Background: an optimization exercise with open tools, aiming at small area, a short achievable clock period and few clock cycles per item. Do not read the settings as production practice. Function was checked by simulation only, so behaviour that the tests miss may differ from the original. No activity file was given, so power comes from the tool's default toggle rates.

==> flow/design.v, too long to show whole: its modules and the start of the top module <==
// module qubit_measure: 2971 lines
// module qm_fa: 10 lines
// module qm_ha: 9 lines
// module qm_bsel: 10 lines
module qubit_measure (
    input  logic               clk,
    input  logic               rst,
    input  logic               in_valid,
    output logic               in_ready,
    input  logic signed [15:0] in_alpha,
    input  logic signed [15:0] in_beta,
    output logic               out_valid,
    input  logic               out_ready,
    output logic               out_bit,
    output logic [15:0]        out_alpha,
    output logic [15:0]        out_beta,
    output logic               out_err
);
  // ...
==> flow/flow/run.sh <==
#!/bin/bash
set -euo pipefail
export SETUP_SLACK_MARGIN=8.0
export POST_SYNTH_TCL="$(pwd)/flow/downsize.tcl"
bash standard.sh > standard.log 2>&1
==> flow/flow/downsize.tcl <==
# Run after synthesis (POST_SYNTH_TCL): set every combinational cell that
# synthesis gave a drive strength above 1 to its drive-1 variant. The timing
# repair later sizes up what the critical paths need. Registers keep their
# cell type and size.
set n 0
foreach inst [get_cells *] {
  set m [get_property $inst ref_name]
  if {[regexp {^(sky130_fd_sc_hd__[a-z0-9]+)_([0-9]+)$} $m -> base sz] && $sz > 1} {
    if {[regexp {df|dl|sdf|edf|conb|clkbuf|clkinv|clkdly|tap|fill|decap} $base]} { continue }
    set cand "${base}_1"
    if {[llength [get_lib_cells -quiet */$cand]] > 0} {
      replace_cell $inst $cand
      incr n
    }
  }
}
puts "downsize: $n cells set to drive strength 1"
==> flow/standard.sh <==
#!/bin/bash
# synth_recipe.tcl (not shown) runs the flow's synth.tcl, then flattens the netlist and writes it again
# the make line also repeats each setting of config.mk as NAME=value (left out here)
make -C /OpenROAD-flow-scripts/flow DESIGN_CONFIG=/design/flow/config.mk WORK_HOME=/design/flow/orfs CLKGATE_MAP_FILE= SYNTH_SCRIPT=/design/flow/synth_recipe.tcl "${@:-finish}"
==> flow/config.mk <==
export PLATFORM = sky130hd
export DESIGN_NAME = qubit_measure
export DESIGN_NICKNAME = qubit_measure
export VERILOG_FILES = /design/flow/design.v
export SDC_FILE = /design/flow/constraint.sdc
export NUM_CORES = 4
export LEC_CHECK = 0
export CAP_MARGIN = 20
export CORE_MARGIN = 2
export CORE_UTILIZATION = 40
export CTS_CLUSTER_DIAMETER = 100
export CTS_CLUSTER_SIZE = 20
export SLEW_MARGIN = 20
export SYNTH_HIERARCHICAL = 1
export SYNTH_MINIMUM_KEEP_SIZE = 0
==> flow/constraint.sdc <==
create_clock -name core_clock -period 11.0 [get_ports {clk}]
set_input_delay 2.2000 -clock core_clock [delete_from_list [all_inputs] [get_ports {clk}]]
set_output_delay 2.2000 -clock core_clock [all_outputs]
set_load 0.01 [all_outputs]
==> results.yml, run 1 <==
place:
  dpl-instance-area_um2: 30750
power:
  max-vdd-ir-drop_v: 0.0002872
  p_per_area_nw_per_um2: 379.2
  pg_comb_mw: 9.87
floorplanning:
  dieArea_um2: 74340
  die_y_um: 272.7
sta:
  fin_crit_sh_pct: 30.95
  finClkSkew_ns: 0.02328
final_layout:
  multi_input_area_share_pct: 62.16
  clock_buffers: 31
  final_common_cell: "fa_1"
  register_area_um2: 8013
  multi_input_cells: 2016
  inv_count: 67
run_status:
  status: "timing/DRC/antenna clean"
routing:
  met1Wirelength_um: 33890
  wl_met3_um: 6637
  via_per_inst: 5.556
global_route:
  top_usage_layer: "met2"
  grt_pass1_wl_um: 131700
  grt_max_degree: 33
  grt_use_met2_pct: 38.97
cts:
  cts_resized: 314
  cts_root_buf: "clkbuf_16"
  clk_latency_ns: 0.60
  cts_buffer_depth: 3
critical_path:
  path_depth: 9
  crit_family: "adder cells"
  crit_start: "e1_q[0]$_DFF_P_"
  crit_path_start_kind: "register"
  r2r_start: "e1_q[0]$_DFF_P_"
Testbench counts, summed over its fixed seeds: cycles 2,088, items 2,048.
==> run 2: changes to the inputs <==
==> flow/flow/run.sh (replaced) <==
#!/bin/bash
set -euo pipefail
export SETUP_SLACK_MARGIN=7.6
export POST_SYNTH_TCL="$(pwd)/flow/downsize.tcl"
bash standard.sh > standard.log 2>&1
==> run 2 against run 1 <==
  * Combinational power shrank 15%
  * Core utilization shrank 5.3 points
  * Clock power grew 1%
  * Worst setup slack gained 0.034 ns
  * Flip-flop and latch count is the same
  * Maximum frequency grew 1.0%
  * Cell count shrank 5.2%
==> results.yml, run 2 <==
routing:
  drtAntennaViolNets: 0
  vias: 19207
  wire_per_inst_um: 20.52
  drt_wl_total_um: 72550
  drt-initial-drc-count: 1534
  drt_pass1_iterations: 9
  remaining_drc_errors: 0
  via_per_inst: 5.433
sta:
  rsz0062_at_grt: "yes"
  finClkSkew_ns: 0.01680
  fmax_mhz: 296.6
  hold_viol_final: 0
  fin_crit_sh_pct: 30.65
  slew_headroom_pct: 48.01
  tightest_slew_ns: 0.7798
  fin_ws_ns: 7.629
  fin_setup_tns_ns: 0
  fin_crit_ns: 3.371
  final_max_slew_viol_count: 0
  setup_viol: 0
  holdWs_ns: 0.3395
floorplanning:
  die_w_um: 272.7
  core_um2: 71490
  die_y_um: 272.7
  row_count: 98
  dieArea_um2: 74340
  start_util_pct: 40.38
  pin_count: 72
synthesis:
  netlist_area_um2: 28870
  avgSynthCellArea_um2: 11.57
  syn_inst: 2496
  yosysWarningCount: 9
final_layout:
  fin_nets: 3253
  final_common_cell: "fa_1"
  drive_gt1_share_pct: 6.809
  reg_top3: "xa_q: 37 flops, xb_q: 37 flops, t_q: 32 flops"
  fin_cells: 3535
  register_area_um2: 7873
  num-fill-cells: 6574
  utilization_pct: 44.57
  area_delta_synth_final_pct: 10.37
  antenna_cells: 0
  fin_area_um2: 31860
  multi_input_area_um2: 20940
  mostFrequentLayoutCells: "fa_1 (459), dfxtp_1 (307), xnor2_1 (295), a22oi_1 (255), and2_1 (248)"
power:
  internal-power_mw: 6.578
  p_per_area_nw_per_um2: 378.6
  leakage_nw: 12.92
  max-vdd-ir-drop_v: 0.0002089
  switching_share_pct: 45.47
  p_switching_mw: 5.485
  power_frac_clock_pct: 8.2
  total_power_mw: 12.06
  seqPwrFrac_pct: 22.6
  comb_power_share_pct: 69.2
place:
  place_inst: 3475
  portBuffers: 41
  dpl.hpwl_um: 50440
  gp_congestion: 0.8626
  dpl-instance-area_um2: 30540
  dp_slack_ns: 6.768
flow_run:
  cap_violations: 0
cts:
  cts_tree: "yes"
  clock_sinks: 383
  path_clk_slew_ns: 0.09
  cts_root_buf: "clkbuf_16"
  cts_hold_buf: 0
  cts_buffer_depth: 3
  ctsHtreeMaxLevel: 1
  clk_latency_ns: 0.59
  cts_buffers: 25
min_path:
  hold_class: "reg2reg"
  min_path_cells: 0
critical_path:
  rr_worst_depth: 7
  crit_path_start_kind: "register"
  end_kind: "primary output"
  cp.required_ns: 8.80
  cp.arrival_ns: 1.17
  path_class: "reg2out"
  slowest_delay_ns: 0.40
  critPathSlowestCell: "edfxtp_1"
  crit_chain: "inv_1 > buf_2"
  crit_fanout: 3
global_route:
  grt-ovfl-total: 0
  antenna_found_initial: 1
  grt_pass1_wl_um: 117500
  grt_pass1_vias: 21200
  track_usage_pct: 19.74
  grt_max_degree: 39
run_status:
  status: "timing/DRC/antenna clean"
-- run 2: worst max-delay path: cells and delay by family, from the launching register on --
kind / cells / cell delay (ns)
DFF: 1 / 0.40
buffers and inverters: 2 / 0.18
-- run 2: path summary, 6_finish.rpt --
check / start / slack (ns) / to
setup / recovery: qb_q[0]$_DFFE_PP_ / 7.63 / out_alpha[14]
hold / removal: zs_q$_DFF_P_ / 0.34 / zt_q$_DFF_P_
hold reg to reg: zs_q$_DFF_P_ / 0.34 / zt_q$_DFF_P_
setup reg to reg: e2_q[0]$_DFF_P_ / 7.67 / xb_q[21]$_DFF_P_
-- run 2: power by group through the flow --
stage	Combinational (mW)	Clock [mW]	Sequential, mW
3_3_place_gp	7.86	0	2.72
4_1_cts	8.32	1.04	2.70
6_report	8.35	0.993	2.72
2_1_floorplan	6.05	0	2.50
3_5_place_dp	8.23	0	2.73
5_1_grt	9.57	1.08	2.77
-- run 2: layout make-up --
type	count	area share, %
flip-flops and latches	383	24.71
multi-input cells	2016	65.73
well taps	950	3.730
repair buffers	81	2.525
clock buffers	30	2.085
clock inverters	8	0.4241
inverters	67	0.8011
-- run 2: what timing repair did --
action,4_1_cts,5_1_grt
gates cloned,1,0
setup buffers,12,9
resized for setup,94,42
pin swaps,2,1
endpoints found under the setup margin,83,58
-- run 2: layer usage --
| layer | GRT usage [%] | wire length (um) | share of wire, % | vias to the layer above |
|---|---|---|---|---|
| li1 | - | - | - | 8597 |
| met1 | 27.02 | 31600 | 44 | 9772 |
| met2 | 32.99 | 34350 | 47 | 697 |
| met3 | 2.812 | 4824 | 6.6 | 141 |
| met4 | 4.786 | 1769 | 2.4 | 0 |
| met5 | 0 | 0 | 0 | - |

==> afterwards: timing with drivers on the ports <==
The results above use ideal ports. As a check the final layouts listed here were re-extracted and re-timed, cells and wires unchanged.
Step 1: set_driving_cell puts a clkbuf_16 on clk and a buf_2 on each other input, an assumption about the parent block.
Step 2 moves the port delays by t, midway between the first and last clock arrival at a register: inputs arrive t later, outputs are due t later. That takes back most of the time a late clock gives input paths.
Three values: no drivers, after step 1, after step 2; two values: the first two.
run	t, ns	setup WS [ns]	hold WS [ns]	slew at the worst register clock pin (ns)	pins driven straight from the clock port
run 1	0.651	7.595 / 7.557 / 7.532	0.332 / 0.332 / 0.332	0.09 / 0.09	1
run 2	0.645	7.629 / 7.568 / 7.064	0.340 / 0.340 / 0.340	0.09 / 0.09	1
After both steps every run listed still meets setup and hold. The setup slack of run 2, which loses most, moves by -0.061 ns with the drivers and by -0.565 ns with both steps.
